Background: an optimization exercise with open tools, aiming at small area. Do not read the settings as production practice.
Function was checked by simulation only, so behaviour that the tests miss may differ from the original.
No activity file was given, so power comes from the tool's default toggle rates.

`flow/design.v`:
```
`default_nettype none
package bshd_pkg;
  localparam int BTN_W   = 4;
  localparam int TIME_W  = 32;
  localparam int HOLD_W  = 16;
  localparam int TDATA_W = 8;
  localparam logic [HOLD_W-1:0] HOLDOFF_RESET = 16'd100;
  localparam logic OP_TICK   = 1'b0;
  localparam logic OP_SAMPLE = 1'b1;
  localparam int QDEPTH = 4;
  localparam int QPTR_W = 2;
  localparam int QCNT_W = 3;
  localparam int CMD_W  = 1 + BTN_W + 1;   
  typedef struct packed {
    logic             is_sample;
    logic [BTN_W-1:0] button;
    logic             level;
  } cmd_t;
  typedef struct packed {
    logic [BTN_W-1:0] key_index;
    logic             pressed;
  } event_t;
endpackage
`default_nettype wire
`default_nettype none
module button_scan_holdoff_debounce_core #(
  parameter int NUM_BUTTONS = 16
) (
  input  wire logic                         clk,
  input  wire logic                         rst_n,
  input  wire logic                         cfg_we,
  input  wire logic [bshd_pkg::HOLD_W-1:0]  cfg_wdata,
  input  wire logic                         in_tvalid,
  output logic                              in_tready,
  input  wire logic [bshd_pkg::TDATA_W-1:0] in_tdata,
  input  wire logic                         in_tuser,
  output logic                              out_tvalid,
  input  wire logic                         out_tready,
  output logic [bshd_pkg::TDATA_W-1:0]      out_tdata
);
  localparam int AW = 17;
  logic [AW-1:0]  cnt_r;
  logic [AW-1:0]  ts_r [16];
  logic [15:0]    level_r;
  logic [15:0]    hold_r;
  logic           ev_valid_r;
  logic [4:0]     ev_r;
  logic           acc, tick, samp;
  logic [3:0]     sel;
  logic [AW-1:0]  age;
  logic           fire, scrub, ts_we;
  logic [AW-1:0]  ts_wdata;
  assign in_tready = !ev_valid_r || out_tready;
  assign acc  = in_tvalid && in_tready;
  assign tick = acc && !in_tuser;
  assign samp = acc && in_tuser;
  assign sel   = in_tuser ? in_tdata[3:0] : cnt_r[3:0];
  assign age   = cnt_r - ts_r[sel];
  assign fire  = samp && (age >= {1'b0, hold_r}) && (level_r[sel] != in_tdata[4]);
  assign scrub = tick && age[AW-1];
  assign ts_we = fire || scrub;
  assign ts_wdata = rst_n ? {cnt_r[AW-1] ^ !in_tuser, cnt_r[AW-2:0]} : '0;
  always_ff @(posedge clk) begin
    if (!rst_n) begin
      cnt_r      <= '0;
      level_r    <= '0;
      hold_r     <= bshd_pkg::HOLDOFF_RESET;
      ev_valid_r <= 1'b0;
    end else begin
      if (tick) cnt_r <= cnt_r + 1'b1;
      if (fire) level_r[sel] <= in_tdata[4];
      if (cfg_we) hold_r <= cfg_wdata;
      if (fire) ev_valid_r <= 1'b1;
      else if (out_tready) ev_valid_r <= 1'b0;
    end
  end
  always_ff @(posedge clk) begin
    for (int i = 0; i < 16; i++) begin
      if (!rst_n || (ts_we && sel == 4'(i))) ts_r[i] <= ts_wdata;
    end
  end
  always_ff @(posedge clk) begin
    if (fire) ev_r <= in_tdata[4:0];
  end
  assign out_tvalid = ev_valid_r;
  assign out_tdata  = {3'b000, ev_r};
endmodule
`default_nettype wire
```
`flow/flow/run.sh`:
```
#!/bin/bash
# Standard ORFS layout, with two changes passed to its scripts:
#  - ports are buffered with the smallest buffer (buf_1) instead of the default choice;
#  - clock tree synthesis inserts no dummy loads and uses clkbuf_16 clusters.
set -euo pipefail
export BUFFER_PORTS_ARGS="-buffer_cell sky130_fd_sc_hd__buf_1"
export CTS_ARGS="-sink_clustering_enable -repair_clock_nets -dont_use_dummy_load -buf_list sky130_fd_sc_hd__clkbuf_16 -sink_clustering_size 35 -sink_clustering_max_diameter 80"
bash standard.sh > standard_flow.log 2>&1
```
`flow/standard.sh`:
```
#!/bin/bash
# synth_recipe.tcl (not shown) runs the flow's synth.tcl, then flattens the netlist and writes it again
# the make line also repeats each setting of config.mk as NAME=value (left out here)
make -C /OpenROAD-flow-scripts/flow DESIGN_CONFIG=/design/flow/config.mk WORK_HOME=/design/flow/orfs CLKGATE_MAP_FILE= SYNTH_SCRIPT=/design/flow/synth_recipe.tcl "${@:-finish}"
```
`flow/config.mk`:
```
export PLATFORM = sky130hd
export DESIGN_NAME = button_scan_holdoff_debounce_core
export DESIGN_NICKNAME = button_scan_holdoff_debounce_core
export VERILOG_FILES = /design/flow/design.v
export SDC_FILE = /design/flow/constraint.sdc
export NUM_CORES = 4
export LEC_CHECK = 0
export CAP_MARGIN = 0
export CORE_MARGIN = 2
export CORE_UTILIZATION = 65
export SLEW_MARGIN = 0
```
`flow/constraint.sdc`:
```
create_clock -name core_clock -period 12.0 [get_ports {clk}]
set_input_delay 2.4000 -clock core_clock [delete_from_list [all_inputs] [get_ports {clk}]]
set_output_delay 2.4000 -clock core_clock [all_outputs]
set_load 0.01 [all_outputs]
```
==> impl_results.md, run 1 <==
* Post-synth EDFFs at 277
* Syn Inst Count at between 900 and 1,000
* Setup Skew at 0.07116 ns
* First-pass GRT wire length at roughly 50,000 um
* Drt first pass iters at 7
* Setup CP Type: in2reg
* Cell row count at 53
* Max Fanout on Critical Path at 18
* Slowest Stage Delay on Critical Path at 0.90 ns
* Vias at 8,815
* CTS root buf: clkbuf_16
* Post-synth ARST share at 0%
* H-tree depth at 1
* PD cells at 144.5 nW/um^2
* Inst Count DP at roughly 1,300
* Commonest non-fill, non-tap cells in the layout: 277 x edfxtp_1, 65 x nor2_1, 55 x a22oi_1
* Max_slew headroom at 16.78%
* WP data required at around 12 ns
* # port buffers at 33
* Layout Nets at 1,091
* Non-Filler Instances at 1,296
* GRT Util Overall at 30.52%
* Layout filler cell count at 1,397
* Post-route setup TNS at 0 ns
* Seq cells post-synth at 327
* # clock sinks at approximately 330
* Pin slew with the least headroom to its limit at 1.248 ns
* Final count of pins violating max slew at 0
* Initial Utilization at 66.25%
* Vias in the first global route at 8,494
* DP HPWL at 20,950 um
* Dominant synthesized flop cell: edfxtp_1
* Worst vdd ir at 0.1279 mV
* P&R area growth vs syn at 6.900%
* Core Footprint at 21,020 sq um
* Hold-fix buffers at CTS at 0
* Register area at a little over 9000 sq um
* Worst skew pair latency at 0.53 ns
* Setup WS pre-CTS at around 1.5 ns
* Fin crit share at 84.51%
* Crit path capture type: register
* RD Place Congestion at 0.8734
* Fmax achieved at 98.60 MHz
* Post-layout minimum cycle time at between 10 and 15 ns
* Area of the multi-input gates at 4383 sq um
* Routed length per instance at 26.34 um
* Drt drc at 0
* Top cell type's share of synthesized area at between 50% and 60%
* Synth cell types at 72
* CTS tree: built
* CTS clock-pin slew for the worst setup and hold paths at 0.08 ns
* Hold WC Path Type: reg2reg
* Drt initial violations at 1,264
* Cell repeated most along the worst path: a21oi_1
* Startpoint Class: input pin
* Crit path DAT at ~10 ns
* RSZ-0062 raised after global routing: false
* Via/cell ratio at 6.802
* Clock power frac at approximately a quarter
* Max-cap viol count at 0
* Die span in x at 150.4 um
* Commonest non-fill, non-tap cell in the layout: edfxtp_1
* Final wirelength at 34,140 um
* Post-CTS Setup Inserts at 0
* Mean Syn Cell Area at 14.07 sq um
* Final hold vios at 0
* Initial antenna violation count at 0
* Leak at 0.005296 uW
* Worst setup margin at 1.859 ns
* Pint at 1613 uW
* Post_cts resized at 0
* Yosys Warn Count at 2
* Sequential power share at 60.9%
* Clock buffer depth at 3
* Outcome: finished clean
* Setup violators final at 0
* Psw at 538.3 uW
* Switching Share at about a quarter
* Layout cell share with drive strength beyond 1 at 8.129%
* # IOs at 40
* CTS Buf Count at 15
* Largest net degree at the start of global routing at 50
* Die height at around 150 um
* Post-synthesis sequential area ratio at about two thirds
* Gate power share at 13.9%
* Antenna Violating Nets Remaining at 0
* Die area at approximately 23,000 sq um
* Grt total ovfl at 0
* # diodes at 0
* Top post-synthesis cells by area: edfxtp_1 60%, dfxtp_1 7.2%, ha_1 3.3%, a22oi_1 3.0%, mux2i_1 2.2%
* CP max stage cell: o22ai_1
* Cell area after synthesis at approximately 14,000 sq um
* Cell taking the most area after synthesis: edfxtp_1
==> registers in the layout, indices dropped and copies added (netlist names) <==
name and flops:
ev_r 5, level_r 16, cnt_r 17, ts_r 272, ev_valid_r 1, hold_r 16
==> cells in the mapped netlist, drive strengths merged (5+ instances only) <==
| master | count |
|---|---|
| a21o | 7 |
| a21oi | 41 |
| a221oi | 25 |
| a222oi | 15 |
| a22o | 24 |
| a22oi | 55 |
| and2 | 17 |
| and3 | 17 |
| and4 | 6 |
| buf | 17 |
| clkbuf | 34 |
| dfxtp | 50 |
| edfxtp | 277 |
| ha | 37 |
| inv | 26 |
| mux2i | 36 |
| nand2 | 51 |
| nand2b | 12 |
| nand3 | 14 |
| nand4 | 19 |
| nand4b | 6 |
| nor2 | 65 |
| nor2b | 6 |
| nor3 | 5 |
| nor4 | 6 |
| o211ai | 8 |
| o21ai | 25 |
| o22ai | 16 |
| xnor2 | 12 |
| xor2 | 18 |
==> logic make-up (layout without fill, tap and decap cells) <==
| logic type | count (synthesis) | in the layout | share of synthesized area [%] |
|---|---|---|---|
| DFF | 327 | 327 | 66.92 |
| AOI/OAI and AO/OA | 239 | 239 | 12.72 |
| and+or+nand+nor | 234 | 234 | 8.571 |
| buffers and inverters | 78 | 107 | 2.471 |
| muxes | 41 | 41 | 3.603 |
| adders and majority gates | 38 | 38 | 3.468 |
| xor gates and xnor gates | 32 | 32 | 2.219 |
| other | 1 | 3 | 0.02693 |
==> power by group through the flow <==
| stage | clock network [uW] | logic, uW | registers, uW |
|---|---|---|---|
| finish | 543 | 300 | 1310 |
| global route | 584 | 326 | 1310 |
| CTS | 547 | 299 | 1310 |
| detailed placement | 0 | 296 | 1330 |
| global placement | 0 | 289 | 1330 |
| floorplan | 0 | 193 | 1330 |
==> worst paths after layout <==
path	startpoint	end	slack, ns	cells after the start
hold reg to reg	level_r[0]	level_r[0]	0.46	2
hold / removal	level_r[0]	level_r[0]	0.46	2
setup / recovery	in_tuser	ts_r[12][16]	1.86	28
setup reg to reg	cnt_r[0]	ts_r[12][16]	3.84	29
==> critical path, delay by kind of cell <==
| family | cells | cell delay (ns) |
|---|---|---|
| AOI/OAI and AO/OA | 15 | 4.77 |
| adders and majority gates | 4 | 1.25 |
| buffers and inverters | 3 | 0.76 |
| muxes | 1 | 0.60 |
| and+or+nand+nor | 4 | 0.39 |
| xor gates and xnor gates | 1 | 0.14 |
==> through the flow <==
step | util, % | power [uW] | hold WS (ns) | instance area (sq um)
6_report | 70.82 | 2152 | 0.4630 | 14890
5_1_grt | 70.82 | 2224 | 0.4874 | 14890
4_1_cts | 70.82 | 2154 | 0.4640 | 14890
3_5_place_dp | 69.03 | 1631 | 0.4541 | 14510
3_3_place_gp | 69.03 | 1620 | 0.4415 | 14510
2_1_floorplan | - | 1524 | 0.4301 | 13930
==> area by class of cell <==
class                   instances  area share (%)
clock buffers                  15           2.521
multi-input cells             587           29.44
flip-flops and latches        327           62.60
repair buffers                 65           2.446
inverters                      27          0.6808
well taps                     275           2.311
==> routing by layer <==
| metal | share of wire [%] | track usage, % |
|---|---|---|
| met1 | 38 | 42.13 |
| met2 | 49 | 50.57 |
| met3 | 11 | 5.788 |
| met4 | 2.2 | 7.877 |
| met5 | 0 | 0 |
==> inputs of run 2 (changes only) <==
==> flow/flow/run.sh (replaced) <==
#!/bin/bash
# Standard ORFS layout, with three changes passed to its scripts:
#  - ports are buffered with the smallest buffer (buf_1) instead of the default choice;
#  - placement-stage repair may not use buffers larger than buf_2;
#  - clock tree synthesis inserts no dummy loads and uses clkbuf_8 clusters.
set -euo pipefail
export BUFFER_PORTS_ARGS="-buffer_cell sky130_fd_sc_hd__buf_1"
export PRE_GLOBAL_PLACE_TCL="$PWD/flow/small_bufs.tcl"
export PRE_RESIZE_TCL="$PWD/flow/small_bufs.tcl"
export CTS_ARGS="-sink_clustering_enable -repair_clock_nets -dont_use_dummy_load -buf_list sky130_fd_sc_hd__clkbuf_8 -sink_clustering_size 20 -sink_clustering_max_diameter 60"
bash standard.sh > standard_flow.log 2>&1
==> flow/flow/small_bufs.tcl (new file) <==
# Keep placement-stage repair from using the large buffers: it then fixes slew
# with the small ones or by sizing the driver.
set_dont_use {sky130_fd_sc_hd__buf_4 sky130_fd_sc_hd__buf_6 sky130_fd_sc_hd__buf_8 sky130_fd_sc_hd__buf_12 sky130_fd_sc_hd__buf_16 sky130_fd_sc_hd__bufbuf_8 sky130_fd_sc_hd__bufbuf_16}
==> run 2 against run 1 <==
Die area is the same. Clock-buffer cell count is 9 higher. Critical path depth down 3. Via count grew 0.34%.
==> impl_results.md, run 2 <==
* # port buffers at 33
* Worst setup margin at 1.492 ns
* Post-synth ARST share at 0%
* Vias in the first global route at 8,542
* P&R area growth vs syn at 5.993%
* Max Fanout on Critical Path at 18
* Largest net degree at the start of global routing at 38
* # diodes at 0
* Mean Syn Cell Area at 14.07 sq um
* Die height at 150.4 um
* CTS tree: built
* Setup violators final at 0
* Fmax achieved at 95.16 MHz
* Worst hold endpoint: level_r[9]
* Commonest non-fill, non-tap cell in the layout: edfxtp_1
* Crit path capture type: register
* Cell taking the most area after synthesis: edfxtp_1
* PD cells at 142.8 nW/um^2
* Reg-to-Reg Start: cnt_r[0]
* Final hold vios at 0
* Layout Nets at 1,105
* Outcome: finished clean
* CTS Buf Count at 24
* FF-to-FF End: ts_r[8][10]
* Post-layout minimum cycle time at 10.51 ns
* Top-count cell post-synth: edfxtp_1
* Pin slew with the least headroom to its limit at 1.236 ns
* Max_slew headroom at 17.59%
* Top post-synthesis cells by area: edfxtp_1 60%, dfxtp_1 7.2%, ha_1 3.3%, a22oi_1 3.0%, mux2i_1 2.2%
* Worst Reg-to-Reg Cells at 24
* Cell row count at 53
* Top cells by count, synth: 277 x edfxtp_1, 65 x nor2_1, 55 x a22oi_1, 50 x dfxtp_1, 50 x nand2_1
* Via/cell ratio at 6.752
* R2r setup slk at 3.25 ns
* CTS root buf: clkbuf_8
* Final wirelength at approximately 35,000 um
* Die area at 22,610 sq um
* First-pass GRT wire length at 51,010 um
* Setup Skew at 0.1110 ns
* Top cell type's share of synthesized area at 59.73%
* Dominant synthesized flop cell: edfxtp_1
* Worst min-delay path startpoint: level_r[9]
* Initial antenna violation count at 0
* Fin crit share at 87.57%
* Clock buffer depth at 3
* Drt first pass iters at 6
* Final count of pins violating max slew at 0
* WP data required at 12.14 ns
* RD Place Congestion at 0.8780
* CTS clock-pin slew for the worst setup and hold paths at 0.08 ns
* Setup CP Type: in2reg
* Worst skew pair latency at 0.62 ns
* Largest Register: ts_r
* Vias at roughly 8,800
* Post-route setup TNS at 0 ns
* H-tree depth at 1
* DP HPWL at around 22,000 um
* Max-cap viol count at 0
* Core Footprint at 21,020 sq um
* Worst Hold Depth at 2
* Regs by FF count: ts_r x272, cnt_r x17
* Post-synth EDFFs at 277
* Initial Utilization at 66.25%
* Post-CTS Setup Inserts at 0
* Cell area after synthesis at 13,930 sq um
* Hold-fix buffers at CTS at 0
* RSZ-0062 raised after global routing: false
* Post-synthesis sequential area ratio at roughly 67%
* Worst vdd ir at ~0.12 mV
* Crit path DAT at around 11 ns
* Seq cells post-synth at 327
* Die span in x at 150.4 um
* Commonest non-fill, non-tap cells in the layout: 277 x edfxtp_1, 65 x nor2_1, 55 x a22oi_1
* Antenna Violating Nets Remaining at 0
* GRT Util Overall at 30.93%
* Layout cell share with drive strength beyond 1 at 7.536%
* Synth cell types at 72
* Routed length per instance at 26.39 um
* Grt total ovfl at 0
* # clock sinks at between 300 and 400
* # IOs at 40
* Setup WS pre-CTS at 1.065 ns
* Leak at 0.005222 uW
* Startpoint Class: input pin
* Max reg flops at 272
* Yosys Warn Count at 2
* Hold WC Path Type: reg2reg
* Syn Inst Count at 990
* Drt drc at 0
* Drt initial violations at 1,032
* Post_cts resized at 0
## run 2: critical path: stages
cell and delay (ns):
buf_1 0.29, mux2i_4 0.60, clkinv_1 0.40, ha_1 0.34, nand2_1 0.14, o22ai_1 0.38, buf_2 0.38, a22oi_1 0.23
nand4_1 0.13, nand4b_1 0.28, o21ai_0 0.23, ha_1 0.34, o21ai_0 0.11, a21boi_0 0.16, o21ai_0 0.33, a211oi_1 0.21
o31ai_1 0.62, xnor2_1 0.14, ha_1 0.31, and4_1 0.18, nand4_1 0.14, o211ai_2 0.56, o21ai_4 0.34, a21oi_2 0.80
buf_1 0.57
## run 2: cell families after synthesis
kind of cell    share of synthesized area (%)
buf+inv                                 2.471
xor+xnor                                2.219
fa+ha+maj                               3.468
other cells                           0.02693
simple gates                            8.571
mux                                     3.603
compound gates                          12.72
flops                                   66.92
## run 2: metrics by stage
stage / cell area, sq um / cells / hold slack, ns / utilization [%] / power (uW)
2_1_floorplan: 13930 / 992 / 0.4301 / - / 1524
3_3_place_gp: 14430 / 1286 / 0.4425 / 68.64 / 1618
3_5_place_dp: 14430 / 1286 / 0.4492 / 68.64 / 1628
4_1_cts: 14760 / 1310 / 0.4637 / 70.22 / 2111
5_1_grt: 14760 / 1310 / 0.4860 / 70.22 / 2184
6_report: 14760 / 1310 / 0.4632 / 70.22 / 2108
## run 2: final cells by class
class / instances / area, sq um
Timing Repair Buffer: 70 / 284.0
Tap cell: 275 / 344.1
Sequential cell: 327 / 9319
Clock buffer: 24 / 330.3
Fill cell: 1392 / 6261
Inverter: 27 / 101.3
Multi-Input combinational cell: 587 / 4382
## run 2: worst max-delay path by stage
stage / start / end / slack [ns] / cells after the start
finish: in_tuser / ts_r[8][10] / 1.49 / 25
global route: in_tuser / ts_r[0][8] / 1.05 / 24
CTS: in_tuser / ts_r[0][8] / 1.59 / 24
detailed placement: in_tuser / ts_r[0][14] / 1.07 / 25
global placement: in_tuser / ts_r[8][10] / 1.18 / 24
floorplan: in_tuser / ts_r[1][0] / 2.93 / 29
## run 2: power breakdown
part           leakage [uW]  internal [uW]  switching [uW]
Combinational       0.00185           91.0             205
Clock              0.000173            179             323
Sequential          0.00320           1290            17.6
Total               0.00522           1560             545
## run 2: metal layers
layer	wire, um	vias to the layer above	GRT usage, %	share of wire, %
li1	-	3951	-	-
met1	13520	4327	41.73	39
met2	16540	497	50.57	48
met3	3474	70	6.303	10
met4	1033	0	10.90	3.0
met5	0	-	0	0

-- separate check: timing with driven ports --
The results above use ideal ports. As a check the final layouts listed here were re-extracted and re-timed, cells and wires unchanged. Step 1 assumes that a clkbuf_16 drives the clock port and a buf_2 every other input. Step 2 adds t to the input delays and takes it off the output delays; t is the mean of the earliest and latest rising clock arrival at the registers after step 1. Input paths then give back, and output paths get back, about the clock's delay inside the block. a / b / c = ideal / step 1 / step 2; a / b = the first two.
| run | t, ns | setup WS [ns] | pins driven straight from the clock port |
|---|---|---|---|
| run 1 | 0.544 | 1.859 / 1.888 / 1.344 | 1 |
| run 2 | 0.607 | 1.492 / 1.507 / 0.900 | 1 |
After both steps every run listed still meets setup and hold. For run 2, which loses most, drivers alone change the setup slack by +0.015 ns; drivers and shift together by -0.592 ns.
